From an optimization exercise on the open Yosys and OpenROAD flow, aimed at small area and few clock cycles per item; shortcuts taken in it are not production practice.
Only simulation tests tie the RTL to the original design; equivalence was not proved.
Power and IR drop assume default switching activity.

<file path="design/flow/run.sh">
#!/bin/bash
# synth_recipe.tcl (not shown) runs the flow's synth.tcl, then flattens the netlist and writes it again
# the make line also repeats each setting of config.mk as NAME=value (left out here)
make -C /OpenROAD-flow-scripts/flow DESIGN_CONFIG=/design/flow/config.mk WORK_HOME=/design/flow/orfs CLKGATE_MAP_FILE= SYNTH_SCRIPT=/design/flow/synth_recipe.tcl finish
</file>
<file path="design/flow/config.mk">
export PLATFORM = sky130hd
export DESIGN_NAME = huffman_symbol_bit_packer
export DESIGN_NICKNAME = huffman_symbol_bit_packer
export VERILOG_FILES = /design/flow/design.v
export SDC_FILE = /design/flow/constraint.sdc
export NUM_CORES = 4
export LEC_CHECK = 0
export CAP_MARGIN = 20
export CORE_MARGIN = 2
export CORE_UTILIZATION = 40
export SLEW_MARGIN = 20
</file>
<file path="design/flow/constraint.sdc">
create_clock -name core_clock -period 6.0 [get_ports {i_clk}]
set_input_delay 1.2000 -clock core_clock [delete_from_list [all_inputs] [get_ports {i_clk}]]
set_output_delay 1.2000 -clock core_clock [all_outputs]
set_load 0.01 [all_outputs]
</file>
<file path="design/flow/design.v">
package hsbp_pkg;
    localparam int SYMBOL_COUNT_DEF  = 256;
    localparam int MAX_CODE_BITS_DEF = 8;
    localparam int SYM_W  = 8;
    localparam int CODE_W = 8;
    localparam int LEN_W  = 4;
    localparam int BYTE_W = 8;
    localparam int ENT_W = 9;
endpackage
module huffman_symbol_bit_packer #(
    parameter int SYMBOL_COUNT  = hsbp_pkg::SYMBOL_COUNT_DEF,
    parameter int MAX_CODE_BITS = hsbp_pkg::MAX_CODE_BITS_DEF
) (
    input  logic                        i_clk,
    input  logic                        i_rst_n,
    input  logic                        i_valid,
    output logic                        o_stall,
    input  logic [1:0]                  i_kind,
    input  logic [hsbp_pkg::SYM_W-1:0]  i_symbol,
    input  logic [hsbp_pkg::CODE_W-1:0] i_code_bits,
    input  logic [hsbp_pkg::LEN_W-1:0]  i_code_length,
    output logic                        o_valid,
    input  logic                        i_stall,
    output logic [hsbp_pkg::BYTE_W-1:0] o_packed_byte,
    output logic [hsbp_pkg::LEN_W-1:0]  o_valid_bits,
    output logic                        o_is_last,
    output logic                        o_unknown_symbol
);
    logic [255:0][8:0] r_tab;
    logic       accept;
    logic       blocked;
    logic       r_s1_valid;
    logic       r_s1_flush;
    logic [8:0] r_s1_ent;
    logic [8:0] wr_ent;
    logic [8:0] rd_ent;
    assign blocked = o_valid && i_stall;
    assign o_stall = r_s1_valid && blocked;
    assign accept  = i_valid && !o_stall;
    always_comb begin
        logic [3:0] len;
        len = (i_code_length > 4'd8) ? 4'd8 : i_code_length;
        if (len == 4'd0) begin
            wr_ent = '0;
        end else begin
            wr_ent = ({i_code_bits, 1'b0} & (9'h1FF << (4'd9 - len)))
                   | (9'h100 >> len);
        end
    end
    logic [8:0] wr_col;
    logic       wr_load;
    assign wr_col  = wr_ent & {9{i_rst_n}};
    assign wr_load = accept && i_kind == 2'd0;
    for (genvar i = 0; i < 256; i++) begin : g_row
        always_ff @(posedge i_clk) begin
            if (!i_rst_n || (wr_load && i_symbol == 8'(i))) begin
                r_tab[i] <= wr_col;
            end
        end
    end
    assign rd_ent = r_tab[i_symbol];
    always_ff @(posedge i_clk) begin
        if (!o_stall) begin
            r_s1_ent   <= rd_ent;
            r_s1_flush <= i_kind[1];
        end
    end
    logic proc;
    assign proc = r_s1_valid && !blocked;
    always_ff @(posedge i_clk) begin
        if (!i_rst_n) begin
            r_s1_valid <= 1'b0;
        end else if (!o_stall) begin
            r_s1_valid <= accept && (i_kind == 2'd1 || i_kind == 2'd2);
        end
    end
    logic [7:0]  r_acc;        
    logic [7:0]  acc_bits;     
    logic [2:0]  acc_cnt;
    logic [15:0] wide;
    logic        n_emit;
    logic [7:0]  n_acc;
    logic [7:0]  n_byte;
    logic [2:0]  n_cnt;
    logic        n_last;
    logic        n_unk;
    always_comb begin
        acc_cnt = 3'd0;
        for (int j = 0; j < 8; j++) begin
            if (r_acc[j] && (r_acc & ((8'd1 << j) - 8'd1)) == 8'd0) acc_cnt = 3'(7 - j);
        end
        acc_bits = r_acc & (r_acc - 8'd1);
        wide     = {acc_bits, 8'd0} | ({r_s1_ent, 7'd0} >> acc_cnt);
        n_emit = 1'b0;
        n_acc  = r_acc;
        n_byte = '0;
        n_cnt  = '0;
        n_last = 1'b0;
        n_unk  = 1'b0;
        if (r_s1_flush) begin
            n_emit = 1'b1;
            n_byte = acc_bits;
            n_cnt  = acc_cnt;
            n_last = 1'b1;
            n_acc  = 8'h80;
        end else if (r_s1_ent == 9'd0) begin
            n_emit = 1'b1;
            n_unk  = 1'b1;
        end else if (wide[7:0] != 8'd0) begin
            n_emit = 1'b1;
            n_byte = wide[15:8];
            n_acc  = wide[7:0];
        end else begin
            n_acc  = wide[15:8];
        end
    end
    logic [7:0] r_out_byte;
    logic [2:0] r_out_cnt;
    logic       r_out_last;
    logic       r_out_unk;
    logic       r_out_valid;
    always_ff @(posedge i_clk) begin
        if (!i_rst_n) begin
            r_acc       <= 8'h80;
            r_out_valid <= 1'b0;
        end else begin
            if (proc) begin
                r_acc <= n_acc;
            end
            if (proc && n_emit) begin
                r_out_valid <= 1'b1;
            end else if (!i_stall) begin
                r_out_valid <= 1'b0;
            end
        end
    end
    always_ff @(posedge i_clk) begin
        if (proc && n_emit) begin
            r_out_byte <= n_byte;
            r_out_cnt  <= n_cnt;
            r_out_last <= n_last;
            r_out_unk  <= n_unk;
        end
    end
    assign o_valid          = r_out_valid;
    assign o_packed_byte    = r_out_byte;
    assign o_valid_bits     = {!r_out_last && !r_out_unk, r_out_cnt};
    assign o_is_last        = r_out_last;
    assign o_unknown_symbol = r_out_unk;
endmodule
</file>
==> results.txt, run 1 <==
Finish:
- The fraction of final layout cells with drive strength greater than 1 is 29.8%.
- The final layout contains 4643 nets.
- The area added between synthesis and finish is 15.1%.

Global routing:
- The number of antenna violations at the first check in global routing came to 7.
- The via count of the first global-routing pass is 45978.
- The leftover overflow at the end of global routing is 0.
- The maximum number of pins on one net before global-route repair is 225.
- The first global-routing pass estimated 345000 µm of wire.
- The global routing usage summed across all routing layers is 20.8%.

Setup path:
- The worst register-to-register path begins at r_acc[0].
- The required time of the critical path is 6.61 ns.
- The type of destination of the critical path is a register.
- The worst setup slack for register-to-register paths is 2.39 ns.
- The cell count of the worst reg-to-reg path is 8.
- Data arrives at the worst endpoint at 4.78 ns.
- The critical path class is input port to register.
- The capture instance of the worst register-to-register path is r_out_byte[7].
- In this run the worst path has a maximum fanout of 49.
- The type of origin of the critical path is an input port.

Timing:
- Setup repair after global routing left no endpoint under its margin.
- Clock skew on the completed layout was measured at 0.0495 ns.
- The slew at the pin with the worst max-slew slack is 1.24 ns.
- The final worst-path setup slack is 1.83 ns.
- For this run, the top clock speed supported by timing is 240 MHz.
- The final-layout worst hold slack is 0.549 ns.
- The relative max-transition margin is 17.1%.
- The final worst-path cycle share is 69.4%.
- The max-slew violation total from the final report came to 0.
- Setup violations remaining at the end of the flow were counted as 0.
- After layout, the minimum clock period comes to 4.17 ns.
- The final hold violation count is 0.

Clock tree:
- The H-tree depth is 4.
- Counting the buffers created by CTS gives 228.
- The CTS tree is yes.
- The insertion delay of the later-clocked pin in the worst-skew pair is 0.87 ns.
- The number of buffers added to fix hold violations after cts is 0.
- Clock-pin slew was measured on the worst setup and hold paths at 0.06 ns.
- CTS placed an instance of sky130_fd_sc_hd__clkbuf_16 at the clock tree root.
- The clock net sink count is 2337.
- The number of buffers inserted by post-CTS setup repair is 0.
- The post-cts gate resize count is 0.
- The number of buffers on the longest clock path is 3.

Floorplan:
- The area enclosed by the die boundary is 233000 µm².
- The horizontal die dimension is 483 µm.
- The placement row count is 175.
- Pin placement for this block handled 42 I/O pins.
- The floorplan step set the die height to 483 µm.
- The core area is 228000 µm².
- The effective utilization at floorplan is 40.3%.

Status:
- The flow ran to the end and the layout has no timing, DRC or antenna violations.

Yosys:
- In this run, synthesis inferred 2327 flip-flops with an integrated enable.
- The yosys synthesis warning count is 1.
- sky130_fd_sc_hd__edfxtp_1 is the most common cell in the netlist.
- The count of cell types in the netlist is 64.
- Among all flip-flop cells after synthesis, the most frequent one is sky130_fd_sc_hd__edfxtp_1.
- The share of Yosys cell area claimed by the top area cell type is 76.2%.
- In the post-synthesis netlist, the biggest area contributors are sky130_fd_sc_hd__edfxtp_1 76%, sky130_fd_sc_hd__mux4_2 16%, sky130_fd_sc_hd__o21ai_0 1.6%, sky130_fd_sc_hd__mux2i_1 1.2%, sky130_fd_sc_hd__clkbuf_1 0.54%.
- Summing the sequential cell areas from Yosys gives 76.4% of the chip area.
- Of all cell types, the one taking the most synthesized area is sky130_fd_sc_hd__edfxtp_1.
- By count the netlist is led by 2327 x sky130_fd_sc_hd__edfxtp_1, 648 x sky130_fd_sc_hd__mux4_2, 294 x sky130_fd_sc_hd__o21ai_0.
- After synthesis the netlist holds a flip-flop and latch count of 2337.
- After synthesis, the mean cell area works out to 21.8 µm².
- The post-synthesis instance area is 91700 µm².
- The share of async-settable or async-resettable flops after synthesis is 0%.
- Synthesis handed over a netlist of 4198 instances.

Place:
- Prior to clock tree synthesis, the placed netlist has a worst setup slack of 1.02 ns.
- Detailed placement ended at an HPWL of 150000 µm.
- Buffers placed on the I/O ports in this run total 41.
- The final estimated routing congestion in global placement is 0.886.

Power:
- The part of the total power dissipated in the clock network is 37.4%.
- The leakage power of the design is 34.4 nW.
- Internal power comes to 28.7 mW.
- The total power per unit cell area is 352 nW/µm².
- The switching component of the power is 8.50 mW.
- In this run, flip-flops and latches consume 53.5% of the power.
- Of the total power, the share spent switching nets is 22.8%.
- The worst-case IR drop observed on VDD is 0.313 mV.
- The proportion of power drawn by combinational gates is 9.1%.

Route:
- The via count normalized by instance count is 5.88.
- In the final routed layout, each cell accounts on average for 31.0 µm.
- The final routed DRC violation total is 0.
- The detailed-router iteration count before antenna repair is 7.
- For this block, the initial DRC count from the detailed router was 6159.
- In this run the remaining antenna-violating nets after routing total 0.
- For this block, the routed nets add up to 243000 µm of wire.
- Across all layers, the routed design uses 45967 vias.

Worst hold path:
- The class of the worst hold path is register to register.
- The end point of the most critical hold path is r_out_valid.
- The startpoint identified for the worst hold timing path is r_out_valid.
- The worst hold path cell count is 2.

Job:
- Max-cap violations in this run came to 0.
==> state kept, by name (all words and copies together) (netlist names) <==
| register | count |
|---|---|
| r_s1_flush | 1 |
| r_out_cnt | 3 |
| r_out_valid | 1 |
| r_s1_valid | 1 |
| r_out_last | 1 |
| r_s1_ent | 9 |
| r_out_byte | 8 |
| r_acc | 8 |
| r_tab | 2304 |
| r_out_unk | 1 |
==> per-layer routing <==
metal	vias to the layer above	wire (µm)	track usage [%]
li1	18715	-	-
met1	24724	100000	29.2
met2	2119	114000	32.1
met3	405	19600	4.30
met4	4	8940	7.64
met5	-	26	0
==> logic make-up (layout without fill, tap and decap cells) <==
| group | Yosys count | after routing | share of synthesized area [%] |
|---|---|---|---|
| buffers and inverters | 289 | 894 | 1.56 |
| and+or+nand+nor | 305 | 305 | 1.55 |
| DFF | 2337 | 2337 | 76.4 |
| muxes | 763 | 763 | 17.2 |
| AOI/OAI and AO/OA | 501 | 501 | 3.28 |
| other | 0 | 11 | 0 |
| adders and majority gates | 3 | 3 | 0.0409 |
==> power by group through the flow <==
stage,clock network [mW],logic (mW),registers (mW)
after global routing,14.8,3.54,20.0
final,13.9,3.39,19.9
after detailed placement,0,3.39,20.2
after global placement,0,3.36,20.2
after floorplan,0,1.97,20.1
after CTS,14.1,3.40,19.9
==> per-stage QoR <==
stage / TNS, ns / utilization (%) / power [mW] / cell area [µm²] / std cells
global route: 0 / 46.4 / 38.3 / 106000 / 7812
finish: 0 / 46.4 / 37.2 / 106000 / 7823
CTS: 0 / 46.3 / 37.4 / 106000 / 7810
detailed placement: 0 / 43.2 / 23.6 / 98300 / 7391
global placement: 0 / 43.2 / 23.5 / 98300 / 7391
floorplan: -1232.98 / - / 22.1 / 91800 / 4198
==> worst max-delay path, cell delays in order <==
cell,delay (ns)
sky130_fd_sc_hd__buf_8,0.51
sky130_fd_sc_hd__buf_12,0.32
sky130_fd_sc_hd__buf_4,0.37
sky130_fd_sc_hd__mux4_2,0.57
sky130_fd_sc_hd__mux2i_1,0.46
sky130_fd_sc_hd__a311o_1,0.33
sky130_fd_sc_hd__a21oi_1,0.05
sky130_fd_sc_hd__o21ai_0,0.27
sky130_fd_sc_hd__nand4_1,0.15
sky130_fd_sc_hd__a211oi_1,0.27
sky130_fd_sc_hd__o21ai_1,0.11
==> worst max-delay path by stage <==
| stage | startpoint | to | slack, ns | cells past startpoint |
|---|---|---|---|---|
| after floorplan | i_code_length[3] | r_tab[1005] | -0.84 | 4 |
| after global placement | i_symbol[0] | r_s1_ent[5] | 0.96 | 11 |
| after detailed placement | i_symbol[0] | r_s1_ent[1] | 1.02 | 8 |
| after CTS | i_symbol[0] | r_s1_ent[1] | 1.96 | 8 |
| after global routing | i_symbol[0] | r_s1_ent[0] | 1.75 | 10 |
| final | i_symbol[0] | r_s1_ent[5] | 1.83 | 11 |
==> cell type report <==
class	instances	area [µm²]
Tap cell	3009	3760
Fill cell	18774	122000
Timing Repair Buffer	462	4080
Clock inverter	139	1270
Antenna cell	11	27.5
Multi-Input combinational cell	1572	20400
Inverter	13	48.8
Clock buffer	280	5960
Sequential cell	2337	70100
==> cell usage in the layout (no fill, tap or decap), types with 11 or more instances in the layout <==
master                            Yosys  layout
sky130_fd_sc_hd__edfxtp_1          2327    2327
sky130_fd_sc_hd__mux4_2             648     648
sky130_fd_sc_hd__buf_4               33     382
sky130_fd_sc_hd__o21ai_0            294     293
sky130_fd_sc_hd__clkbuf_16            0     231
sky130_fd_sc_hd__nand2_1            120     116
sky130_fd_sc_hd__mux2i_1            109     109
sky130_fd_sc_hd__clkinv_1             1      62
sky130_fd_sc_hd__a22oi_1             55      55
sky130_fd_sc_hd__nor2_1              60      53
sky130_fd_sc_hd__clkbuf_1           133      49
sky130_fd_sc_hd__a21oi_1             41      39
sky130_fd_sc_hd__nand3_1             45      39
sky130_fd_sc_hd__clkinv_2             0      37
sky130_fd_sc_hd__buf_12               0      37
sky130_fd_sc_hd__clkdlybuf4s50_1      0      33
sky130_fd_sc_hd__bufinv_16            0      18
sky130_fd_sc_hd__a31oi_1             14      14
sky130_fd_sc_hd__a221oi_1            14      14
sky130_fd_sc_hd__nor2b_1             18      14
sky130_fd_sc_hd__diode_2              0      11
sky130_fd_sc_hd__nand4_1             11      11
Testbench counts, summed over its fixed seeds: cycles 34,072, items 34,056.
==> run 2: changes to the inputs <==
--- a/design/flow/design.v
+++ b/design/flow/design.v
@@ -7,6 +7,49 @@
     localparam int BYTE_W = 8;
     localparam int ENT_W = 9;
 endpackage
+module hsbp_dec4_n (
+    input  logic [3:0]  i_a,
+    input  logic        i_en,
+    output logic [15:0] o_n
+);
+    for (genvar x = 0; x < 16; x++) begin : g_x
+        assign o_n[x] = ~(i_en && i_a == 4'(x));
+    end
+endmodule
+module hsbp_rows (
+    input  logic [15:0]  i_hi_n,
+    input  logic [15:0]  i_lo_n,
+    output logic [255:0] o_row
+);
+    for (genvar i = 0; i < 256; i++) begin : g_row
+        assign o_row[i] = ~(i_hi_n[i/16] | i_lo_n[i%16]);
+    end
+endmodule
+module hsbp_aoi222 (
+    input  logic [2:0] i_s,
+    input  logic [2:0] i_d,
+    output logic       o_n
+);
+    assign o_n = ~|(i_s & i_d);
+endmodule
+module hsbp_nand_tree (
+    input  logic [85:0] i_n,
+    output logic        o_y
+);
+    assign o_y = ~&i_n;
+endmodule
+module hsbp_rdmux (
+    input  logic [255:0] i_sel,
+    input  logic [255:0] i_d,
+    output logic         o_y
+);
+    logic [85:0] n;
+    for (genvar t = 0; t < 85; t++) begin : g_t
+        hsbp_aoi222 u_aoi (.i_s(i_sel[3*t +: 3]), .i_d(i_d[3*t +: 3]), .o_n(n[t]));
+    end
+    assign n[85] = ~(i_sel[255] & i_d[255]);
+    hsbp_nand_tree u_or (.i_n(n), .o_y(o_y));
+endmodule
 module huffman_symbol_bit_packer #(
     parameter int SYMBOL_COUNT  = hsbp_pkg::SYMBOL_COUNT_DEF,
     parameter int MAX_CODE_BITS = hsbp_pkg::MAX_CODE_BITS_DEF
@@ -47,18 +90,32 @@
                    | (9'h100 >> len);
         end
     end
-    logic [8:0] wr_col;
-    logic       wr_load;
+    logic [8:0]   wr_col;
+    logic         wr_load;
+    logic [15:0]  rd_hi_n, rd_lo_n, wr_hi_n, wr_lo_n;
+    logic [255:0] rd_sel, wr_en;
     assign wr_col  = wr_ent & {9{i_rst_n}};
     assign wr_load = accept && i_kind == 2'd0;
+    hsbp_dec4_n u_rd_hi (.i_a(i_symbol[7:4]), .i_en(1'b1), .o_n(rd_hi_n));
+    hsbp_dec4_n u_rd_lo (.i_a(i_symbol[3:0]), .i_en(1'b1), .o_n(rd_lo_n));
+    hsbp_rows   u_rd    (.i_hi_n(rd_hi_n), .i_lo_n(rd_lo_n), .o_row(rd_sel));
+    hsbp_rows   u_wr    (.i_hi_n(wr_hi_n), .i_lo_n(wr_lo_n), .o_row(wr_en));
+    assign wr_hi_n = rd_hi_n & {16{i_rst_n}};
+    assign wr_lo_n = rd_lo_n & {16{i_rst_n}} | {16{i_rst_n && !wr_load}};
     for (genvar i = 0; i < 256; i++) begin : g_row
         always_ff @(posedge i_clk) begin
-            if (!i_rst_n || (wr_load && i_symbol == 8'(i))) begin
+            if (wr_en[i]) begin
                 r_tab[i] <= wr_col;
             end
         end
     end
-    assign rd_ent = r_tab[i_symbol];
+    for (genvar b = 0; b < 9; b++) begin : g_bit
+        logic [255:0] col;
+        for (genvar i = 0; i < 256; i++) begin : g_c
+            assign col[i] = r_tab[i][b];
+        end
+        hsbp_rdmux u_mux (.i_sel(rd_sel), .i_d(col), .o_y(rd_ent[b]));
+    end
     always_ff @(posedge i_clk) begin
         if (!o_stall) begin
             r_s1_ent   <= rd_ent;
--- a/design/flow/config.mk
+++ b/design/flow/config.mk
@@ -8,4 +8,8 @@
 export CAP_MARGIN = 20
 export CORE_MARGIN = 2
 export CORE_UTILIZATION = 40
+export CTS_BUF_LIST = sky130_fd_sc_hd__clkbuf_16
+export CTS_CLUSTER_DIAMETER = 60
+export CTS_CLUSTER_SIZE = 25
 export SLEW_MARGIN = 20
+export SYNTH_HIERARCHICAL = 1
==> run 2 against run 1 <==
Against the previous run:
- still clean
- cell count is 4.1% lower
- die area is 7.7% lower
- total power is 14% lower
- synthesized area is 7.7% lower
- register-to-register slack better by 0.07 ns
- synthesized cell count is 3.5% higher
- hold slack worse by 0.016 ns
- clock power is 22% lower
- final area is 11% lower
- via count is 5.6% higher
- wire length is 0.88% higher
- sequential share of layout area is 7.9 points higher
- critical endpoint unchanged
- largest cell class unchanged
==> results.txt, run 2 <==
Place:
- The final estimated routing congestion in global placement is 0.933 (+5.3%).
- The HPWL after detailed placement is 154000 µm (+3.0%).
- The cell count after placement was 7246 (-2.0%).
- The number of buffers added on ports came to 41 (unchanged).
- The minimum setup slack after placement is -0.0620 ns (-1.08 ns).

Floorplan:
- The effective utilization at floorplan came to 40.3% (about the same).
- The area enclosed by the die boundary is 215000 µm² (-7.7%).
- The I/O pin count is 42 (unchanged).
- The horizontal die dimension is 464 µm (-3.9%).
- The placement row count was 168 (-4.0%).
- The die span in y is 464 µm (-3.9%).
- The core area is 210000 µm² (-7.8%).

Route:
- The DRC violation total after the first TritonRoute iteration is 10753 (+75%).
- The final routed DRC violation total is 0 (unchanged).
- The detailed-router iteration count before antenna repair was 12 (+5).
- The routed wire length is 245000 µm (+0.88%).
- The count of vias placed by the detailed router is 48546 (+5.6%).
- The per-cell routed wire length is 32.6 µm (+5.2%).
- The remaining antenna violation count after routing came to 0 (unchanged).
- The via count normalized by instance count was 6.47 (+10%).

Setup path:
- The worst path arrival time is 5.89 ns (+1.11 ns).
- The required time of the critical path came to 6.60 ns (about the same).
- The worst setup path is launched from an input port.
- The largest fanout of any net on the critical path is 11 (-78%).
- The critical path in this run is classified as input port to register.
- The worst setup slack for register-to-register paths is 2.46 ns (+0.07 ns).
- STA classifies the critical path endpoint as a register.
- The cell count of the worst reg-to-reg path was 8 (unchanged).

Timing:
- The relative max-transition margin is 18.8% (+1.7 points).
- The fmax is 189 MHz (-21%).
- The final hold violation count came to 0 (unchanged).
- The slew at the pin with the worst max-slew slack is 1.22 ns (-0.0260 ns).
- The final worst-path setup slack is 0.704 ns (-1.13 ns).
- The number of setup violations in the final report is 0 (unchanged).
- The time the worst path needs with I/O delays and setup is 5.30 ns (+1.13 ns).
- Setup repair after global routing left no endpoint under its margin.
- The final worst-path cycle share was 88.3% (+19 points).
- The max-slew violation total from the final report is 0 (unchanged).
- The clock skew is 0.0525 ns (+0.00293 ns).

Finish:
- The flip-flop count of the largest register, all copies and words added is 2304 (unchanged).
- r_tab holds more flip-flops than any other register.
- The post-layout instance count excluding filler cells was 7504 (-4.1%).
- Leaving out fill and tap cells, the most frequent cells in the layout are 2327 x sky130_fd_sc_hd__edfxtp_1, 765 x sky130_fd_sc_hd__a222oi_1, 519 x sky130_fd_sc_hd__nor2_1.
- The most common cell after layout, fill and taps aside is sky130_fd_sc_hd__edfxtp_1.
- The fraction of final layout cells with drive strength greater than 1 was 11.3% (-18 points).
- The largest registers in the layout are r_tab x2304, r_s1_ent x9.
- The area added between synthesis and finish is 11.4%.
- The post-layout utilization of the core is 44.9% (-1.5 points).
- The number of nets in the final layout is 4612 (-0.67%).

Power:
- The total power per unit cell area is 339 nW/µm² (-3.7%).
- The proportion of power drawn by combinational gates is 4.3% (-4.8 points).
- The highest ir drop seen on vdd was 0.320 mV (+2.4%).
- The sequential share of power is 61.7% (+8.2 points).
- The internal cell power was 24.8 mW (-14%).
- The fraction of power spent switching nets came to 22.6% (-0.27 points).
- The leakage power of the design was 27.4 nW (-20%).
- The part of the total power dissipated in the clock network was 34.0% (-3.4 points).
- The switching component of the power was 7.22 mW (-15%).

Yosys:
- The commonest cells after synthesis are 2327 x sky130_fd_sc_hd__edfxtp_1, 765 x sky130_fd_sc_hd__a222oi_1, 540 x sky130_fd_sc_hd__nor2_1.
- Yosys instantiated no cell more often than sky130_fd_sc_hd__edfxtp_1.
- The count of cell types in the netlist was 69 (+7.8%).
- The share of async-settable or async-resettable flops after synthesis was 0% (unchanged).
- The number of enable flip-flop cells after synthesis came to 2327 (unchanged).
- The most used flip-flop cell after synthesis is sky130_fd_sc_hd__edfxtp_1.
- The number of register bits inferred by synthesis came to 2337 (unchanged).
- The share of synthesized area occupied by flip-flops and latches is 82.8% (+6.4 points).
- By area the synthesized netlist is led by sky130_fd_sc_hd__edfxtp_1 83%, sky130_fd_sc_hd__a222oi_1 9.0%, sky130_fd_sc_hd__nor2_1 2.4%, sky130_fd_sc_hd__nand4_1 1.5%, sky130_fd_sc_hd__buf_6 1.4%.
- The synthesized area per cell is 19.5 µm² (-11%).
- The count of mapped cells out of synthesis is 4344 (+3.5%).
- The yosys synthesis warning count came to 7 (+6).
- The share of Yosys cell area claimed by the top area cell type came to 82.5% (+6.4 points).
- Summed over all instances, the cell type with the most area after synthesis is sky130_fd_sc_hd__edfxtp_1.
- The post-synthesis instance area is 84600 µm² (-7.7%).

Global routing:
- The global routing usage summed across all routing layers is 22.1% (+1.4 points).
- The number of antenna violations at the first check in global routing is 10 (+3).
- The via count of the first global-routing pass is 45880 (-0.21%).
- The leftover overflow at the end of global routing is 0 (unchanged).
- The maximum number of pins on one net before global-route repair was 175 (-22%).
- The wire length of the first global-routing pass is 345000 µm (about the same).

Clock tree:
- The number of buffers on the longest clock path is 3 (unchanged).
- The CTS buffer count came to 140 (-39%).
- The number of buffers added to fix hold violations after cts is 0 (unchanged).
- The post-cts gate resize count is 0 (unchanged).
- The clock net sink count came to 2337 (unchanged).
- The cell sitting at the root of the clock tree is a sky130_fd_sc_hd__clkbuf_16.
- The insertion delay of the later-clocked pin in the worst-skew pair is 0.85 ns (-0.02 ns).
- TritonCTS built the clock tree.
- The number of buffers inserted by post-CTS setup repair is 0 (unchanged).
- The H-tree depth was 4 (unchanged).
- The clock slew at the register clock pins of the worst setup and hold paths came to 0.10 ns (+0.04 ns).

Worst hold path:
- In this run the worst hold path is classified as register to register.
- The worst hold path cell count is 2 (unchanged).

Status:
- The flow ran to the end and the layout has no timing, DRC or antenna violations.

Job:
- The max capacitance violation total is 0 (unchanged).
run 2: cell count changes in the layout (fill, tap and decap cells not counted), sizes merged, moves of 66 or more:
cell	delta
mux4	-648
mux2i	-104
clkinv	-66
buf	-230
o21ai	-273
nor2	+509
nand4	+188
a222oi	+765
clkbuf	-138
run 2: final cells by class:
| class | count | area, µm² |
|---|---|---|
| diodes | 7 | 17.5 |
| clock buffers | 143 | 3580 |
| clock inverters | 108 | 1340 |
| fillers | 17725 | 116000 |
| inverters | 13 | 48.8 |
| multi-input cells | 1853 | 13400 |
| flip-flops and latches | 2337 | 70100 |
| well taps | 2805 | 3510 |
| repair buffers | 238 | 2380 |
run 2: worst paths after layout:
path,startpoint,end
worst max-delay path,i_symbol[2],r_s1_ent[5]
worst min-delay path,r_out_valid,r_out_valid
worst max register to register,r_acc[1],r_out_byte[6]
worst min register to register,r_out_valid,r_out_valid
run 2: critical path, cell delays in order:
cell and delay, ns:
sky130_fd_sc_hd__clkdlybuf4s50_1 0.51, sky130_fd_sc_hd__and3b_1 0.28, sky130_fd_sc_hd__nand3_2 0.48, sky130_fd_sc_hd__buf_4 0.44, sky130_fd_sc_hd__nor2_1 0.25, sky130_fd_sc_hd__a222oi_1 0.52, sky130_fd_sc_hd__nand4_1 0.24, sky130_fd_sc_hd__nor4_1 0.99
sky130_fd_sc_hd__nand4_1 0.36, sky130_fd_sc_hd__or4_1 0.60
run 2: power by group through the flow:
stage | sequential, mW | clock, mW | combinational (mW)
5_1_grt | 19.8 | 11.6 | 1.44
4_1_cts | 19.7 | 11.0 | 1.37
2_1_floorplan | 20.0 | 0 | 0.697
3_3_place_gp | 20.1 | 0 | 1.34
6_report | 19.7 | 10.9 | 1.37
3_5_place_dp | 20.1 | 0 | 1.37
run 2: cells by family after synthesis:
kind of cell	after synthesis	share of synthesized area (%)
AO/OA/AOI/OAI	861	9.81
adder cells (fa/ha/maj)	3	0.0443
buffers and inverters	161	1.79
flip-flops	2337	82.8
multiplexers	8	0.103
other	1	0.00443
AND/OR/NAND/NOR	973	5.47
run 2: stage by stage:
stage | setup TNS, ns | total power, mW | hold WS [ns] | area, µm²
2_1_floorplan | -1026.41 | 20.7 | 0.485 | 84700
3_3_place_gp | -0.251 | 21.4 | 0.518 | 89300
3_5_place_dp | -0.0667 | 21.5 | 0.525 | 89400
4_1_cts | 0 | 32.1 | 0.540 | 94300
5_1_grt | 0 | 32.8 | 0.584 | 94300
6_report | 0 | 32.0 | 0.533 | 94300
run 2: modules after synthesis, one instance, submodules excluded:
module | cells | area (µm²) | copies in the design | flops+latches
hsbp_rows | 320 | 1690 | 2 | 0
hsbp_dec4_n | 23 | 123 | 2 | 0
hsbp_rdmux | 1 | 3.75 | 9 | 0
huffman_symbol_bit_packer | 2623 | 71700 | 1 | 2337
hsbp_aoi222 | 1 | 10.0 | 765 | 0
hsbp_nand_tree | 29 | 181 | 9 | 0
run 2: per-layer routing:
layer / routed length [µm] / global-route usage, % / vias up
met5: 48 / 0 / -
met4: 8430 / 7.39 / 8
met3: 28700 / 4.54 / 436
met2: 114000 / 34.0 / 3361
met1: 94000 / 31.5 / 24986
li1: - / - / 19755
Testbench counts of run 2, summed over its fixed seeds: cycles 34,072, items 34,056.
==> run 3: changes to the inputs <==
--- a/design/flow/config.mk
+++ b/design/flow/config.mk
@@ -9,7 +9,7 @@
 export CORE_MARGIN = 2
 export CORE_UTILIZATION = 40
 export CTS_BUF_LIST = sky130_fd_sc_hd__clkbuf_16
-export CTS_CLUSTER_DIAMETER = 60
-export CTS_CLUSTER_SIZE = 25
+export CTS_CLUSTER_DIAMETER = 80
+export CTS_CLUSTER_SIZE = 30
 export SLEW_MARGIN = 20
 export SYNTH_HIERARCHICAL = 1
==> run 3 against run 2 <==
Against the previous run:
- hold slack improved by 0.0060 ns
- final area fell by 1.6%
- non-clock buffer count did not move
- clock skew rose by 0.019 ns
- sequential cell count did not move
- cell count fell by 1.1%
- register-to-register slack improved by 0.03 ns
- sequential share of layout area rose by 1.2 points
- largest power group unchanged
==> results.txt, run 3 <==
Clock tree:
- The CTS buffer count is 102 (-27%).
- The number of buffers on the longest clock path was 3 (unchanged).
- The insertion delay of the later-clocked pin in the worst-skew pair is 0.82 ns (-0.03 ns).
- The post-cts gate resize count is 0 (unchanged).
- The H-tree depth was 3 (-1).
- The clock net sink count is 2337 (unchanged).
- The clock slew at the register clock pins of the worst setup and hold paths is 0.11 ns (about the same).
- The CTS tree is yes.
- The number of buffers added to fix hold violations after cts is 0 (unchanged).
- The number of buffers inserted by post-CTS setup repair is 0 (unchanged).
- The root cell of the clock tree is sky130_fd_sc_hd__clkbuf_16.

Yosys:
- The most used flip-flop cell after synthesis is sky130_fd_sc_hd__edfxtp_1.
- Among all cell types in the netlist, the one instantiated most often is sky130_fd_sc_hd__edfxtp_1.
- The post-synthesis instance area came to 84600 µm² (unchanged).
- The number of register bits inferred by synthesis is 2337 (unchanged).
- In the synthesized netlist, the cells that appear most often are 2327 x sky130_fd_sc_hd__edfxtp_1, 765 x sky130_fd_sc_hd__a222oi_1, 540 x sky130_fd_sc_hd__nor2_1.
- The share of Yosys cell area claimed by the top area cell type is 82.5% (unchanged).
- The number of enable flip-flop cells after synthesis came to 2327 (unchanged).
- The yosys synthesis warning count came to 7 (unchanged).
- Sorting the synthesized cells by area gives the leading types as sky130_fd_sc_hd__edfxtp_1 83%, sky130_fd_sc_hd__a222oi_1 9.0%, sky130_fd_sc_hd__nor2_1 2.4%, sky130_fd_sc_hd__nand4_1 1.5%, sky130_fd_sc_hd__buf_6 1.4%.
- The biggest area contributor in the post-synthesis netlist is sky130_fd_sc_hd__edfxtp_1.
- The share of synthesized area occupied by flip-flops and latches is 82.8% (unchanged).
- The count of mapped cells out of synthesis was 4344 (unchanged).
- The share of async-settable or async-resettable flops after synthesis came to 0% (unchanged).
- The synthesized area per cell came to 19.5 µm² (unchanged).
- The count of cell types in the netlist came to 69 (unchanged).

Setup path:
- STA classifies the critical path startpoint as an input port.
- The worst path arrival time is 5.90 ns (about the same).
- Traced cell by cell, the critical path runs through clkdlybuf4s50_1, and3b_1, nand2_1, buf_4, nor2_1, a222oi_1, nand4_1, nor4_1, buf_4, nand4_1, or4_1.
- The largest fanout of any net on the critical path is 10 (-1).
- The required time of the critical path is 6.57 ns (-0.03 ns).
- STA classifies the critical path endpoint as a register.
- The critical path class is input port to register.
- The stage delay of the slowest cell on the critical path is 0.90 ns (-0.09 ns).
- The slowest stage cell on the critical path is sky130_fd_sc_hd__nor4_1.

Timing:
- The clock skew is 0.0711 ns (+0.0187 ns).
- The slew at the pin with the worst max-slew slack came to 1.22 ns (+0.00438 ns).
- The fmax is 188 MHz (-0.51%).
- The relative max-transition margin is 18.5% (-0.29 points).
- The max-slew violation total from the final report was 0 (unchanged).
- The time the worst path needs with I/O delays and setup came to 5.32 ns (+0.0274 ns).
- The final-layout worst hold slack was 0.539 ns (+0.00596 ns).
- Setup repair after global routing left no endpoint under its margin.
- The final hold violation count is 0 (unchanged).
- The number of setup violations in the final report is 0 (unchanged).
- The accumulated negative setup slack is 0 ns (unchanged).
- The final worst-path cycle share was 88.7% (+0.46 points).

Finish:
- The register with the most flip-flops is r_tab.
- The flip-flop count of the largest register, all copies and words added is 2304 (unchanged).
- The most common cell after layout, fill and taps aside is sky130_fd_sc_hd__edfxtp_1.
- The fraction of final layout cells with drive strength greater than 1 is 9.97% (-1.4 points).
- In the final layout, the registers with the most flip-flops are r_tab x2304, r_s1_ent x9.
- The post-layout utilization of the core was 44.2% (-0.71 points).
- The number of nets in the final layout is 4574 (-0.82%).
- The top cell types in the final layout, fill and taps aside, are 2327 x sky130_fd_sc_hd__edfxtp_1, 765 x sky130_fd_sc_hd__a222oi_1, 519 x sky130_fd_sc_hd__nor2_1.
- The area added between synthesis and finish is 9.67%.

Route:
- The detailed-router iteration count before antenna repair is 13 (+1).
- The DRC violation total after the first TritonRoute iteration was 10909 (+1.5%).
- The per-cell routed wire length is 32.9 µm (+0.71%).
- The routed wire length is 244000 µm (-0.37%).
- The remaining antenna violation count after routing is 0 (unchanged).
- The via count normalized by instance count is 6.53 (+0.99%).
- The final routed DRC violation total is 0 (unchanged).
- The count of vias placed by the detailed router was 48506 (-0.082%).

Floorplan:
- The I/O pin count was 42 (unchanged).
- The effective utilization at floorplan came to 40.3% (unchanged).
- The horizontal die dimension is 464 µm (unchanged).
- The die span in y came to 464 µm (unchanged).
- The placement row count is 168 (unchanged).
- The core area is 210000 µm² (unchanged).
- The area enclosed by the die boundary is 215000 µm² (unchanged).

Power:
- The sequential share of power is 66.0% (+4.3 points).
- The fraction of power spent switching nets is 22.4% (-0.13 points).
- The leakage power of the design is 26.7 nW (-2.6%).
- The total power per unit cell area is 322 nW/µm² (-5.0%).
- The highest ir drop seen on vdd is 0.288 mV (-9.9%).
- The internal cell power is 23.2 mW (-6.3%).
- The switching component of the power is 6.71 mW (-7.0%).
- The proportion of power drawn by combinational gates is 4.6% (+0.3 points).
- The part of the total power dissipated in the clock network was 29.4% (-4.6 points).

Global routing:
- The maximum number of pins on one net before global-route repair came to 175 (unchanged).
- The number of antenna violations at the first check in global routing is 13 (+3).
- The wire length of the first global-routing pass is 342000 µm (-0.70%).
- The leftover overflow at the end of global routing is 0 (unchanged).
- The global routing usage summed across all routing layers is 22.0% (-0.17 points).
- The via count of the first global-routing pass is 45721 (-0.35%).

Place:
- The number of buffers added on ports is 41 (unchanged).
- The HPWL after detailed placement is 154000 µm (unchanged).
- The final estimated routing congestion in global placement is 0.933 (unchanged).

Job:
- The max capacitance violation total is 0 (unchanged).

Status:
- The run finished with no timing, DRC or antenna violations.

Worst hold path:
- The min-delay analysis places its worst path in the category register to register.
run 3: modules after synthesis (local to each module, per instance):
module,cell area (µm²),copies in the design,cells inside
hsbp_aoi222,10.0,765,1
hsbp_dec4_n,123,2,23
hsbp_nand_tree,181,9,29
hsbp_rdmux,3.75,9,1
hsbp_rows,1690,2,320
huffman_symbol_bit_packer,71700,1,2623
run 3: cells by family after synthesis:
logic type                 Yosys count  share of synthesized area, %
other                                1                       0.00443
and+or+nand+nor                    973                          5.47
adders and majority gates            3                        0.0443
muxes                                8                         0.103
AOI/OAI and AO/OA                  861                          9.81
DFF                               2337                          82.8
buffers and inverters              161                          1.79
run 3: layer usage:
layer	GRT usage (%)	wire, µm	vias to the layer above
li1	-	-	19626
met1	31.2	92900	25010
met2	33.7	112000	3426
met3	4.14	29200	432
met4	7.94	9520	12
met5	0	83	-
run 3: per-stage QoR:
stage | power [mW] | area (µm²) | cells | worst slack [ns]
6_report | 29.9 | 92800 | 7424 | 0.677
5_1_grt | 30.7 | 92800 | 7422 | 0.777
4_1_cts | 30.0 | 92800 | 7420 | 0.837
3_5_place_dp | 21.5 | 89400 | 7246 | -0.0620
3_3_place_gp | 21.4 | 89300 | 7243 | -0.122
2_1_floorplan | 20.7 | 84700 | 4351 | -0.764
run 3: layout make-up:
class	instances	area, µm²
well taps	2805	3510
inverters	13	48.8
clock buffers	102	2550
multi-input cells	1853	13400
flip-flops and latches	2337	70100
repair buffers	238	2380
diodes	4	10.0
fillers	17886	117000
clock inverters	72	892
run 3: power groups by stage:
stage	Combinational (mW)	Clock, mW	Sequential (mW)
6_report	1.37	8.80	19.7
4_1_cts	1.37	8.91	19.7
3_3_place_gp	1.34	0	20.1
2_1_floorplan	0.697	0	20.0
3_5_place_dp	1.37	0	20.1
5_1_grt	1.44	9.45	19.8
run 3: worst paths after layout:
check	startpoint	end	slack, ns	cells past startpoint
max	i_symbol[6]	r_s1_ent[4]	0.68	11
min	r_out_valid	r_out_valid	0.54	2
max reg2reg	r_acc[1]	r_out_byte[2]	2.49	8
min reg2reg	r_out_valid	r_out_valid	0.54	2
run 3: critical path: cells and delay by family:
kind / cells / cell delay (ns)
AO/OA/AOI/OAI: 1 / 0.74
buffers and inverters: 3 / 1.20
AND/OR/NAND/NOR: 7 / 2.72
==> run 4: changes to the inputs <==
==> design/flow/flow/run.sh (new file) <==
#!/bin/bash
set -euo pipefail
export CTS_ARGS="-sink_clustering_enable -repair_clock_nets -sink_clustering_size 30 -sink_clustering_max_diameter 80 -buf_list sky130_fd_sc_hd__clkbuf_16 -dont_use_dummy_load"
bash standard.sh > standard.log 2>&1
==> design/flow/standard.sh (new file) <==
#!/bin/bash
# synth_recipe.tcl (not shown) runs the flow's synth.tcl, then flattens the netlist and writes it again
# the make line also repeats each setting of config.mk as NAME=value (left out here)
make -C /OpenROAD-flow-scripts/flow DESIGN_CONFIG=/design/flow/config.mk WORK_HOME=/design/flow/orfs CLKGATE_MAP_FILE= SYNTH_SCRIPT=/design/flow/synth_recipe.tcl "${@:-finish}"
removed: design/flow/run.sh
==> run 4 against run 3 <==
Against the previous run:
- cell count down 0.94%
- total power is 3.7% lower
- non-clock buffer count grew 1
- die area did not move
- synthesized cell count unchanged
- clock power down 13%
- worst setup slack lost 0.017 ns
- still clean on timing, DRC and antenna
- hold slack worse by 0.0041 ns
- utilization shrank 0.42 points
- global-route usage fell by 0.055 points
==> results.txt, run 4 <==
Floorplan:
- The effective utilization at floorplan is 40.3% (unchanged).
- The I/O pin count is 42 (unchanged).
- The area enclosed by the die boundary is 215000 µm² (unchanged).
- The horizontal die dimension was 464 µm (unchanged).
- The die span in y is 464 µm (unchanged).
- The placement row count is 168 (unchanged).
- The core area is 210000 µm² (unchanged).

Timing:
- The relative max-transition margin is 16.8% (-1.7 points).
- The slew at the pin with the worst max-slew slack is 1.25 ns (+0.0254 ns).
- The fmax is 187 MHz (-0.32%).
- The accumulated negative setup slack is 0 ns (unchanged).
- The clock skew came to 0.129 ns (+0.0574 ns).
- The final worst-path cycle share is 89.0% (+0.28 points).
- The time the worst path needs with I/O delays and setup was 5.34 ns (+0.0169 ns).
- The number of setup violations in the final report came to 0 (unchanged).
- Setup repair after global routing left no endpoint under its margin.
- The final hold violation count is 0 (unchanged).
- The max-slew violation total from the final report is 0 (unchanged).

Clock tree:
- The clock slew at the register clock pins of the worst setup and hold paths is 0.09 ns (-0.02 ns).
- The CTS buffer count was 102 (unchanged).
- The post-cts gate resize count was 0 (unchanged).
- The clock net sink count was 2337 (unchanged).
- The number of buffers inserted by post-CTS setup repair came to 0 (unchanged).
- The number of buffers on the longest clock path is 3 (unchanged).
- The number of buffers added to fix hold violations after cts was 0 (unchanged).
- The root cell of the clock tree is sky130_fd_sc_hd__clkbuf_16.
- The CTS tree is yes.
- The H-tree depth is 3 (unchanged).
- The insertion delay of the later-clocked pin in the worst-skew pair came to 0.82 ns (about the same).

Yosys:
- The share of synthesized area occupied by flip-flops and latches is 82.8% (unchanged).
- The commonest cells after synthesis are 2327 x sky130_fd_sc_hd__edfxtp_1, 765 x sky130_fd_sc_hd__a222oi_1, 540 x sky130_fd_sc_hd__nor2_1.
- sky130_fd_sc_hd__edfxtp_1 is the most common cell in the netlist.
- The count of cell types in the netlist is 69 (unchanged).
- The share of async-settable or async-resettable flops after synthesis was 0% (unchanged).
- After synthesis, the cell types taking the most area are sky130_fd_sc_hd__edfxtp_1 83%, sky130_fd_sc_hd__a222oi_1 9.0%, sky130_fd_sc_hd__nor2_1 2.4%, sky130_fd_sc_hd__nand4_1 1.5%, sky130_fd_sc_hd__buf_6 1.4%.
- The most area-hungry cell type in the Yosys netlist is sky130_fd_sc_hd__edfxtp_1.
- In the synthesized netlist the dominant register cell turns out to be sky130_fd_sc_hd__edfxtp_1.
- The yosys synthesis warning count is 7 (unchanged).
- The count of mapped cells out of synthesis is 4344 (unchanged).
- The number of enable flip-flop cells after synthesis came to 2327 (unchanged).
- The share of Yosys cell area claimed by the top area cell type is 82.5% (unchanged).
- The post-synthesis instance area is 84600 µm² (unchanged).
- The synthesized area per cell is 19.5 µm² (unchanged).
- The number of register bits inferred by synthesis is 2337 (unchanged).

Global routing:
- The via count of the first global-routing pass is 45612 (-0.24%).
- The leftover overflow at the end of global routing was 0 (unchanged).
- The number of antenna violations at the first check in global routing came to 10 (-3).
- The global routing usage summed across all routing layers is 21.9% (-0.055 points).
- The maximum number of pins on one net before global-route repair is 175 (unchanged).
- The wire length of the first global-routing pass is 342000 µm (-0.10%).

Power:
- The internal cell power is 22.6 mW (-2.3%).
- The part of the total power dissipated in the clock network came to 26.7% (-2.7 points).
- The sequential share of power is 68.5% (+2.5 points).
- The leakage power of the design was 26.3 nW (-1.6%).
- The switching component of the power is 6.14 mW (-8.6%).
- The fraction of power spent switching nets was 21.3% (-1.1 points).
- The total power per unit cell area is 313 nW/µm² (-2.8%).
- The highest ir drop seen on vdd is 0.246 mV (-15%).
- The total power consumption of the routed design is 28.8 mW (-3.7%).
- The proportion of power drawn by combinational gates is 4.8% (+0.2 points).

Setup path:
- The critical path is of the input port to register type.
- The cell count of the worst reg-to-reg path is 8 (unchanged).
- The worst setup slack for register-to-register paths came to 2.46 ns (-0.03 ns).
- The worst setup path is launched from an input port.
- The signal on the critical path passes through clkdlybuf4s50_1, and3b_1, nand2_1, buf_4, nor2_1, a222oi_1, nand4_1, nor4_1, buf_4, nand4_1, or4_1.
- The stage delay of the slowest cell on the critical path is 0.91 ns (about the same).
- The required time of the critical path is 6.56 ns (about the same).
- The capture instance of the worst register-to-register path is r_out_byte[6].
- The critical path launch point is i_symbol[6].
- The worst path arrival time was 5.90 ns (about the same).
- The slowest stage cell on the critical path is sky130_fd_sc_hd__nor4_1.
- The destination of the critical timing path is r_s1_ent[4].
- STA classifies the critical path endpoint as a register.
- The worst register-to-register path begins at r_acc[1].
- The largest fanout of any net on the critical path was 10 (unchanged).

Finish:
- The register with the most flip-flops is r_tab.
- The flip-flop count of the largest register, all copies and words added was 2304 (unchanged).
- Leaving out fill and tap cells, the most frequent cells in the layout are 2327 x sky130_fd_sc_hd__edfxtp_1, 765 x sky130_fd_sc_hd__a222oi_1, 519 x sky130_fd_sc_hd__nor2_1.
- Leaving out fill and tap cells, the most frequent cell in the layout is sky130_fd_sc_hd__edfxtp_1.
- The number of nets in the final layout is 4575 (+0.022%).
- The largest registers in the layout are r_tab x2304, r_s1_ent x9.
- The fraction of final layout cells with drive strength greater than 1 came to 8.80% (-1.2 points).
- The area added between synthesis and finish is 8.62%.
- The post-layout instance count excluding filler cells is 7354 (-0.94%).

Route:
- The met2 wire length is 113000 µm (+0.43%).
- The length of routed met3 wiring came to 28200 µm (-3.5%).
- The routed wire length came to 244000 µm (-0.16%).
- The final routed DRC violation total was 0 (unchanged).
- The remaining antenna violation count after routing is 0 (unchanged).
- The DRC violation total after the first TritonRoute iteration is 11011 (+0.94%).
- The count of vias placed by the detailed router was 48221 (-0.59%).
- The met1 layer wirelength in the final routing is 93600 µm (+0.71%).
- The per-cell routed wire length is 33.1 µm (+0.79%).
- The highest routed metal layer is met5.
- The via count normalized by instance count is 6.56 (+0.36%).
- The detailed-router iteration count before antenna repair is 13 (unchanged).

Worst hold path:
- In this run the worst hold path is classified as register to register.
- The worst hold path cell count is 2 (unchanged).

Job:
- The max capacitance violation total is 0 (unchanged).

Place:
- The number of buffers added on ports came to 41 (unchanged).
- The HPWL after detailed placement is 154000 µm (unchanged).
- The final estimated routing congestion in global placement was 0.933 (unchanged).
- The cell count after placement is 7246 (unchanged).

Status:
- The flow ran to the end and the layout has no timing, DRC or antenna violations.
==> run 4: cell counts after synthesis <==
Identical to the previous run, type by type.
==> run 4: modules after synthesis (local to each module, per instance) <==
| module | area (µm²) | copies in the design | cells |
|---|---|---|---|
| hsbp_aoi222 | 10.0 | 765 | 1 |
| hsbp_dec4_n | 123 | 2 | 23 |
| hsbp_nand_tree | 181 | 9 | 29 |
| hsbp_rdmux | 3.75 | 9 | 1 |
| hsbp_rows | 1690 | 2 | 320 |
| huffman_symbol_bit_packer | 71700 | 1 | 2623 |
==> run 4: cell families (layout without fill, tap and decap cells) <==
| family | after synthesis | after routing | synth area share (%) |
|---|---|---|---|
| fa+ha+maj | 3 | 3 | 0.0443 |
| compound gates | 861 | 861 | 9.81 |
| buf+inv | 161 | 354 | 1.79 |
| flops | 2337 | 2337 | 82.8 |
| mux | 8 | 8 | 0.103 |
| other cells | 1 | 13 | 0.00443 |
| simple gates | 973 | 973 | 5.47 |
==> run 4: how the worst min path moves through the flow <==
stage | startpoint | end
after floorplan | r_acc[5] | r_acc[5]
after global placement | r_out_valid | r_out_valid
after detailed placement | r_out_valid | r_out_valid
after CTS | r_out_valid | r_out_valid
after global routing | r_out_valid | r_out_valid
final | r_out_valid | r_out_valid
==> run 4: routing by layer <==
layer / vias up / GRT usage (%)
met2: 3356 / 33.9
li1: 19526 / -
met1: 24929 / 31.3
met5: - / 0
met3: 406 / 3.78
met4: 4 / 7.75
==> run 4: metrics by stage <==
step                      hold WS [ns]  util [%]  setup WS (ns)  area [µm²]
after floorplan                  0.485         -         -0.764       84700
after global placement           0.518      42.5         -0.122       89300
after detailed placement         0.525      42.6        -0.0620       89400
after CTS                        0.538      43.8          0.822       91900
after global routing             0.583      43.8          0.770       91900
final                            0.535      43.8          0.660       91900
==> run 4: area by class of cell <==
type                       instances  area, µm²
antenna                            5       12.5
clock buffer                     102       2550
fill                           17952     118000
inverter                          13       48.8
multi-input combinational       1853      13400
sequential                      2337      70100
tap                             2805       3510
timing repair buffer             239       2390
==> run 4: power groups by stage <==
stage	Combinational, mW	Clock [mW]	Sequential (mW)
finish	1.37	7.69	19.7
global route	1.44	8.28	19.8
CTS	1.37	7.77	19.7
detailed placement	1.37	0	20.1
global placement	1.34	0	20.1
floorplan	0.697	0	20.0
==> run 4: worst max-delay path: cells and delay by family <==
| family | cells | cell delay, ns |
|---|---|---|
| AND/OR/NAND/NOR | 7 | 2.73 |
| buffers and inverters | 3 | 1.17 |
| AO/OA/AOI/OAI | 1 | 0.77 |
==> run 5: changes to the inputs <==
--- a/design/flow/design.v
+++ b/design/flow/design.v
@@ -9,11 +9,10 @@
 endpackage
 module hsbp_dec4_n (
     input  logic [3:0]  i_a,
-    input  logic        i_en,
     output logic [15:0] o_n
 );
     for (genvar x = 0; x < 16; x++) begin : g_x
-        assign o_n[x] = ~(i_en && i_a == 4'(x));
+        assign o_n[x] = i_a != 4'(x);
     end
 endmodule
 module hsbp_rows (
@@ -96,8 +95,8 @@
     logic [255:0] rd_sel, wr_en;
     assign wr_col  = wr_ent & {9{i_rst_n}};
     assign wr_load = accept && i_kind == 2'd0;
-    hsbp_dec4_n u_rd_hi (.i_a(i_symbol[7:4]), .i_en(1'b1), .o_n(rd_hi_n));
-    hsbp_dec4_n u_rd_lo (.i_a(i_symbol[3:0]), .i_en(1'b1), .o_n(rd_lo_n));
+    hsbp_dec4_n u_rd_hi (.i_a(i_symbol[7:4]), .o_n(rd_hi_n));
+    hsbp_dec4_n u_rd_lo (.i_a(i_symbol[3:0]), .o_n(rd_lo_n));
     hsbp_rows   u_rd    (.i_hi_n(rd_hi_n), .i_lo_n(rd_lo_n), .o_row(rd_sel));
     hsbp_rows   u_wr    (.i_hi_n(wr_hi_n), .i_lo_n(wr_lo_n), .o_row(wr_en));
     assign wr_hi_n = rd_hi_n & {16{i_rst_n}};
==> design/flow/flow/run.sh (replaced) <==
#!/bin/bash
set -euo pipefail
export CTS_ARGS="-sink_clustering_enable -repair_clock_nets -sink_clustering_size 30 -sink_clustering_max_diameter 80 -buf_list sky130_fd_sc_hd__clkbuf_16 -dont_use_dummy_load"
export BUFFER_PORTS_ARGS="-buffer_cell sky130_fd_sc_hd__buf_1"
bash standard.sh > standard.log 2>&1
==> run 5 against run 4 <==
Against the previous run:
- die area grew 0.15%
- worst setup slack gained 0.23 ns
- still clean on timing, DRC and antenna
- wire length shrank 2.1%
- utilization fell by 0.33 points
- largest power group unchanged
- clock skew fell by 0.029 ns
- critical path depth is 1 lower
- critical path type unchanged
- largest cell class unchanged
==> results.txt, run 5 <==
Yosys:
- The share of async-settable or async-resettable flops after synthesis is 0% (unchanged).
- Sorting the synthesized cells by how often they occur yields 2327 x sky130_fd_sc_hd__edfxtp_1, 765 x sky130_fd_sc_hd__a222oi_1, 538 x sky130_fd_sc_hd__nor2_1.
- The synthesized area per cell was 19.5 µm² (+0.31%).
- The count of cell types in the netlist is 70 (+1.4%).
- The number of enable flip-flop cells after synthesis was 2327 (unchanged).
- The count of mapped cells out of synthesis is 4337 (-0.16%).
- The number of register bits inferred by synthesis is 2337 (unchanged).
- The share of Yosys cell area claimed by the top area cell type is 82.4% (-0.12 points).
- The share of synthesized area occupied by flip-flops and latches is 82.7% (-0.12 points).
- The most used flip-flop cell after synthesis is sky130_fd_sc_hd__edfxtp_1.
- The dominant cell by count in the synthesized netlist is sky130_fd_sc_hd__edfxtp_1.
- The yosys synthesis warning count is 7 (unchanged).
- Sorting the synthesized cells by area gives the leading types as sky130_fd_sc_hd__edfxtp_1 82%, sky130_fd_sc_hd__a222oi_1 9.0%, sky130_fd_sc_hd__nor2_1 2.4%, sky130_fd_sc_hd__nand4_1 1.5%, sky130_fd_sc_hd__buf_6 1.4%.
- Of all cell types, the one taking the most synthesized area is sky130_fd_sc_hd__edfxtp_1.
- The post-synthesis instance area was 84800 µm² (+0.15%).

Timing:
- The final worst-path cycle share is 85.2% (-3.8 points).
- The accumulated negative setup slack came to 0 ns (unchanged).
- The final hold violation count is 0 (unchanged).
- The number of setup violations in the final report came to 0 (unchanged).
- The final-layout worst hold slack is 0.540 ns (+0.00515 ns).
- Setup repair after global routing left no endpoint under its margin.
- The fmax was 196 MHz (+4.5%).
- The time the worst path needs with I/O delays and setup came to 5.11 ns (-0.228 ns).
- The slew at the pin with the worst max-slew slack is 1.27 ns (+0.0228 ns).
- The relative max-transition margin is 15.3% (-1.5 points).
- The max-slew violation total from the final report is 0 (unchanged).
- The clock skew is 0.0993 ns (-0.0293 ns).

Finish:
- The top cell types in the final layout, fill and taps aside, are 2327 x sky130_fd_sc_hd__edfxtp_1, 765 x sky130_fd_sc_hd__a222oi_1, 516 x sky130_fd_sc_hd__nor2_1.
- The post-layout instance count excluding filler cells is 7276 (-1.1%).
- The register with the most flip-flops is r_tab.
- The fraction of final layout cells with drive strength greater than 1 is 7.57% (-1.2 points).
- The register cell area after layout is 70100 µm² (unchanged).
- The final design instance area without fill is 91400 µm² (-0.65%).
- The number of nets in the final layout was 4498 (-1.7%).
- The area of combinational cells with multiple inputs is 13400 µm² (+0.22%).
- The library cell used most frequently in the layout, excluding fill and tap cells, is sky130_fd_sc_hd__edfxtp_1.
- In the final layout, the registers with the most flip-flops are r_tab x2304, r_s1_ent x9.
- The number of fill cells in the layout was 18078 (+0.70%).
- The flip-flop count of the largest register, all copies and words added is 2304 (unchanged).
- The post-layout utilization of the core was 43.5% (-0.33 points).
- The area added between synthesis and finish is 7.76%.

Status:
- The flow ran to the end and the layout has no timing, DRC or antenna violations.

Route:
- The DRC violation total after the first TritonRoute iteration is 10676 (-3.0%).
- The final routed DRC violation total is 0 (unchanged).
- The via count normalized by instance count is 6.56 (about the same).
- The per-cell routed wire length is 32.8 µm (-1.0%).
- The count of vias placed by the detailed router is 47737 (-1.0%).
- The remaining antenna violation count after routing was 0 (unchanged).
- The detailed-router iteration count before antenna repair is 10 (-3).
- The routed wire length was 238000 µm (-2.1%).

Place:
- The final estimated routing congestion in global placement is 0.883 (-5.3%).
- The cell count after placement is 7161 (-1.2%).
- The HPWL after detailed placement was 149000 µm (-3.3%).
- The area of placed instances came to 88600 µm² (-0.89%).
- The number of buffers added on ports is 41 (unchanged).

Power:
- The internal cell power came to 23.1 mW (+1.8%).
- The proportion of power drawn by combinational gates is 5.8% (+1.0 points).
- The fraction of power spent switching nets is 21.9% (+0.60 points).
- The part of the total power dissipated in the clock network is 26.9% (+0.2 points).
- The highest ir drop seen on vdd is 0.292 mV (+19%).
- The leakage power of the design is 26.0 nW (-1.1%).
- The total power per unit cell area came to 323 nW/µm² (+3.3%).
- The switching component of the power was 6.47 mW (+5.5%).
- The sequential share of power is 67.2% (-1.3 points).

Global routing:
- The global routing usage summed across all routing layers came to 21.4% (-0.47 points).
- The via count of the first global-routing pass was 45071 (-1.2%).
- The wire length of the first global-routing pass is 336000 µm (-1.9%).
- The leftover overflow at the end of global routing was 0 (unchanged).
- The maximum number of pins on one net before global-route repair is 188 (+7.4%).
- The number of antenna violations at the first check in global routing is 16 (+6).

Floorplan:
- The placement row count came to 168 (unchanged).
- The die span in y came to 464 µm (about the same).
- The horizontal die dimension came to 464 µm (about the same).
- The core area came to 210000 µm² (+0.10%).
- The effective utilization at floorplan came to 40.3% (about the same).
- The area enclosed by the die boundary came to 216000 µm² (+0.15%).
- The I/O pin count is 42 (unchanged).

Setup path:
- STA classifies the critical path endpoint as a register.
- The largest fanout of any net on the critical path was 16 (+6).
- The worst path arrival time is 5.62 ns (-0.28 ns).
- The signal on the critical path passes through buf_1, or4b_2, buf_4, nor2_1, a222oi_1, nand4_1, nor4_1, buf_4, nand4_1, or4_1.
- The stage delay of the slowest cell on the critical path is 0.78 ns (-0.13 ns).
- The required time of the critical path is 6.50 ns (-0.06 ns).
- The worst setup path is launched from an input port.
- The critical path is of the input port to register type.
- The slowest stage cell on the critical path is sky130_fd_sc_hd__nor4_1.

Clock tree:
- The number of buffers added to fix hold violations after cts is 0 (unchanged).
- The H-tree depth is 3 (unchanged).
- The insertion delay of the later-clocked pin in the worst-skew pair was 0.82 ns (about the same).
- The CTS buffer count is 110 (+7.8%).
- TritonCTS built the clock tree.
- The number of buffers inserted by post-CTS setup repair is 0 (unchanged).
- The clock net sink count was 2337 (unchanged).
- The clock slew at the register clock pins of the worst setup and hold paths is 0.08 ns (about the same).
- The post-cts gate resize count is 0 (unchanged).
- The root cell of the clock tree is sky130_fd_sc_hd__clkbuf_16.
- The number of buffers on the longest clock path was 3 (unchanged).

Worst hold path:
- The class of the worst hold path is register to register.

Job:
- The max capacitance violation total is 0 (unchanged).
## run 5: layout make-up
class,count,area share [%]
repair buffers,176,1.71
well taps,2805,3.84
flip-flops and latches,2337,76.7
diodes,4,0.0110
multi-input cells,1831,14.7
inverters,13,0.0534
clock buffers,110,3.01
## run 5: modules after synthesis, one instance, submodules excluded
| module | flops+latches | cell area, µm² | copies in the design |
|---|---|---|---|
| huffman_symbol_bit_packer | 2337 | 71700 | 1 |
| hsbp_dec4_n | 0 | 186 | 2 |
| hsbp_rows | 0 | 1690 | 2 |
| hsbp_nand_tree | 0 | 181 | 9 |
| hsbp_aoi222 | 0 | 10.0 | 765 |
| hsbp_rdmux | 0 | 3.75 | 9 |
## run 5: metal layers
metal | global-route usage (%) | vias to the layer above | routed length [µm]
met4 | 6.20 | 10 | 7400
met3 | 3.50 | 381 | 25500
met5 | 0 | - | 70
met1 | 30.9 | 24798 | 93400
met2 | 33.6 | 3150 | 112000
li1 | - | 19398 | -
## run 5: final timing paths
check	to	from	cells past startpoint	slack [ns]
setup / recovery	r_s1_ent[1]	i_symbol[3]	10	0.89
hold / removal	r_out_valid	r_out_valid	2	0.54
setup reg to reg	r_out_byte[3]	r_acc[1]	7	2.53
hold reg to reg	r_out_valid	r_out_valid	2	0.54
## run 5: cell families (layout without fill, tap and decap cells)
group                    Yosys count  count (layout)  synth area share (%)
buffers and inverters            169             299                  1.84
AO/OA/AOI/OAI                    861             861                  9.79
flip-flops                      2337            2337                  82.7
multiplexers                       8               8                 0.103
adder cells (fa/ha/maj)            3               3                0.0443
AND/OR/NAND/NOR                  959             959                  5.56
other                              0               4                     0
## run 5: stage by stage
| step | power [mW] | setup slack, ns |
|---|---|---|
| after floorplan | 21.0 | -0.764 |
| after global placement | 21.9 | 0.142 |
| after detailed placement | 21.9 | 0.108 |
| after CTS | 29.6 | 0.944 |
| after global routing | 30.4 | 0.941 |
| final | 29.5 | 0.888 |
## run 5: power by group through the flow
stage	combinational [mW]	clock [mW]	sequential, mW
floorplan	0.942	0	20.1
global placement	1.68	0	20.2
detailed placement	1.71	0	20.2
CTS	1.71	8.06	19.9
global route	1.82	8.57	20.0
finish	1.73	7.95	19.9
## run 5: critical path: cells and delay by family
family | cells | cell delay [ns]
buffers and inverters | 3 | 1.17
and+or+nand+nor | 6 | 2.72
AOI/OAI and AO/OA | 1 | 0.50
Testbench counts of run 5, summed over its fixed seeds: cycles 34,072, items 34,056.
==> run 6: changes to the inputs <==
--- a/design/flow/config.mk
+++ b/design/flow/config.mk
@@ -7,9 +7,10 @@
 export LEC_CHECK = 0
 export CAP_MARGIN = 20
 export CORE_MARGIN = 2
-export CORE_UTILIZATION = 40
+export CORE_UTILIZATION = 50
 export CTS_BUF_LIST = sky130_fd_sc_hd__clkbuf_16
 export CTS_CLUSTER_DIAMETER = 80
 export CTS_CLUSTER_SIZE = 30
+export PLACE_DENSITY = 0.65
 export SLEW_MARGIN = 20
 export SYNTH_HIERARCHICAL = 1
==> run 6 against run 5 <==
Against the previous run:
- hold slack lost 0.0028 ns
- synthesized area is the same
- utilization grew 10 points
- largest cell class unchanged
==> results.txt, run 6 <==
Status:
- The flow ran to the end and the layout has no timing, DRC or antenna violations.

Yosys:
- The dominant cell by count in the synthesized netlist is sky130_fd_sc_hd__edfxtp_1.
- The number of register bits inferred by synthesis came to 2337 (unchanged).
- The share of synthesized area occupied by flip-flops and latches came to 82.7% (unchanged).
- The count of cell types in the netlist is 70 (unchanged).
- The share of Yosys cell area claimed by the top area cell type is 82.4% (unchanged).

Place:
- The number of buffers added on ports was 41 (unchanged).
- The final estimated routing congestion in global placement was 0.920 (+4.2%).
- The area of placed instances is 87900 µm² (-0.75%).

Clock tree:
- Clock tree synthesis selected as its root buffer the cell sky130_fd_sc_hd__clkbuf_16.
- The CTS tree is yes.
- The CTS buffer count is 96 (-13%).
- The number of buffers on the longest clock path was 3 (unchanged).
- The number of buffers inserted by post-CTS setup repair is 0 (unchanged).
- The post-cts gate resize count is 0 (unchanged).
- The number of buffers added to fix hold violations after cts was 0 (unchanged).
- The clock slew at the register clock pins of the worst setup and hold paths was 0.08 ns (about the same).
- The clock net sink count is 2337 (unchanged).

Global routing:
- The wire length of the first global-routing pass is 326000 µm (-2.8%).
- met2 is the most crowded layer.
- The met2 global-route usage is 40.7% (+7.1 points).
- The leftover overflow at the end of global routing is 0 (unchanged).
- The maximum number of pins on one net before global-route repair is 188 (unchanged).

Power:
- The total power consumption of the routed design is 29.0 mW (-1.8%).
- The leakage power of the design is 25.8 nW (-0.66%).

Finish:
- The post-layout instance count excluding filler cells came to 6663 (-8.4%).
- The fraction of final layout cells with drive strength greater than 1 is 7.07% (-0.50 points).
- In the final layout, the registers with the most flip-flops are r_tab x2304, r_s1_ent x9.
- The register cell area after layout was 70100 µm² (unchanged).
- The area of combinational cells with multiple inputs is 13400 µm² (+0.11%).
- The flip-flop count of the largest register, all copies and words added was 2304 (unchanged).

Setup path:
- The worst register-to-register path begins at r_acc[0].
- The worst setup path is captured at a register.
- The worst setup path is launched from an input port.
- The required time of the critical path was 6.47 ns (-0.03 ns).
- The largest fanout of any net on the critical path is 17 (+1).

Timing:
- The slew at the pin with the worst max-slew slack is 1.24 ns (-0.0262 ns).
- The clock skew is 0.0878 ns (-0.0114 ns).
- The final-layout worst hold slack was 0.537 ns (-0.00280 ns).
- The final worst-path cycle share is 85.3% (+0.11 points).
- The final worst-path setup slack is 0.882 ns (-0.00669 ns).

Worst hold path:
- The startpoint identified for the worst hold timing path is r_out_valid.
- The worst hold path cell count is 2 (unchanged).

Route:
- The detailed-router iteration count before antenna repair is 11 (+1).
- The remaining antenna violation count after routing is 0 (unchanged).
- The routed wire length is 232000 µm (-2.9%).
- The via count normalized by instance count was 7.17 (+9.3%).
- The count of vias placed by the detailed router is 47790 (+0.11%).

Floorplan:
- The area enclosed by the die boundary was 173000 µm² (-20%).
==> run 6: cell types whose count changed in the layout (fill, tap and decap cells not counted), moves of 2 or more <==
cell / delta
sky130_fd_sc_hd__buf_4: -20
sky130_fd_sc_hd__clkbuf_16: -14
sky130_fd_sc_hd__buf_12: +9
sky130_fd_sc_hd__diode_2: -2
sky130_fd_sc_hd__nor4_1: -2
sky130_fd_sc_hd__nor4_2: +2
sky130_fd_sc_hd__or4b_1: +2
sky130_fd_sc_hd__or4b_2: -2
==> run 6: worst max path at each step <==
stage / startpoint / endpoint / slack [ns]
6_report: i_symbol[3] / r_s1_ent[6] / 0.88
5_1_grt: i_symbol[3] / r_s1_ent[2] / 0.83
4_1_cts: i_symbol[2] / r_s1_ent[2] / 1.01
3_5_place_dp: i_symbol[2] / r_s1_ent[2] / 0.20
3_3_place_gp: i_symbol[2] / r_s1_ent[5] / 0.15
2_1_floorplan: i_code_length[2] / r_tab[1005] / -0.76
==> run 6: logic make-up (layout without fill, tap and decap cells) <==
group	count (synthesis)	in the layout	share of synthesized area, %
flops	2337	2337	82.7
mux	8	8	0.103
other cells	0	2	0
buf+inv	169	275	1.84
fa+ha+maj	3	3	0.0443
compound gates	861	861	9.79
simple gates	959	959	5.56
==> run 6: Yosys stat by module, one instance, submodules excluded <==
module | copies in the design | cells inside | flops+latches
huffman_symbol_bit_packer | 1 | 2622 | 2337
hsbp_rows | 2 | 320 | 0
hsbp_dec4_n | 2 | 20 | 0
hsbp_nand_tree | 9 | 29 | 0
hsbp_aoi222 | 765 | 1 | 0
hsbp_rdmux | 9 | 1 | 0
==> run 6: cell type report <==
| class | count | area share (%) |
|---|---|---|
| sequential | 2337 | 77.6 |
| multi-input combinational | 1831 | 14.8 |
| tap | 2218 | 3.07 |
| clock buffer | 96 | 2.66 |
| timing repair buffer | 166 | 1.78 |
| inverter | 13 | 0.0540 |
| antenna | 2 | 0.00554 |
==> run 6: critical path: stages <==
cell	delay, ns
sky130_fd_sc_hd__buf_1	0.56
sky130_fd_sc_hd__nand4bb_2	0.25
sky130_fd_sc_hd__buf_4	0.54
sky130_fd_sc_hd__nor2_1	0.31
sky130_fd_sc_hd__a222oi_1	0.82
sky130_fd_sc_hd__nand4_1	0.29
sky130_fd_sc_hd__nor4_1	0.84
sky130_fd_sc_hd__nand4_1	0.20
sky130_fd_sc_hd__or4_1	0.56
==> run 6: routing by layer <==
metal	wire length [µm]	share of wire [%]
met5	41	0.018
met4	10900	4.7
met3	27300	12
met2	108000	47
met1	85500	37
==> run 6: where the power goes <==
group	switching [mW]	internal, mW
clock network	4.52	2.87
registers	0.429	19.4
logic	1.37	0.352
==> run 6: per-stage QoR <==
step	utilization, %	setup TNS [ns]
finish	53.5	0
global route	53.5	0
CTS	53.5	0
detailed placement	52.0	0
global placement	52.0	0
floorplan	-	-1026.41

Setup slack of run 6, layout unchanged: 0.882 ns with ideal ports, 0.944 ns with driving cells assumed (clock clkbuf_16, inputs buf_2), 0.141 ns with port delays also shifted by the 0.803 ns mid clock arrival.
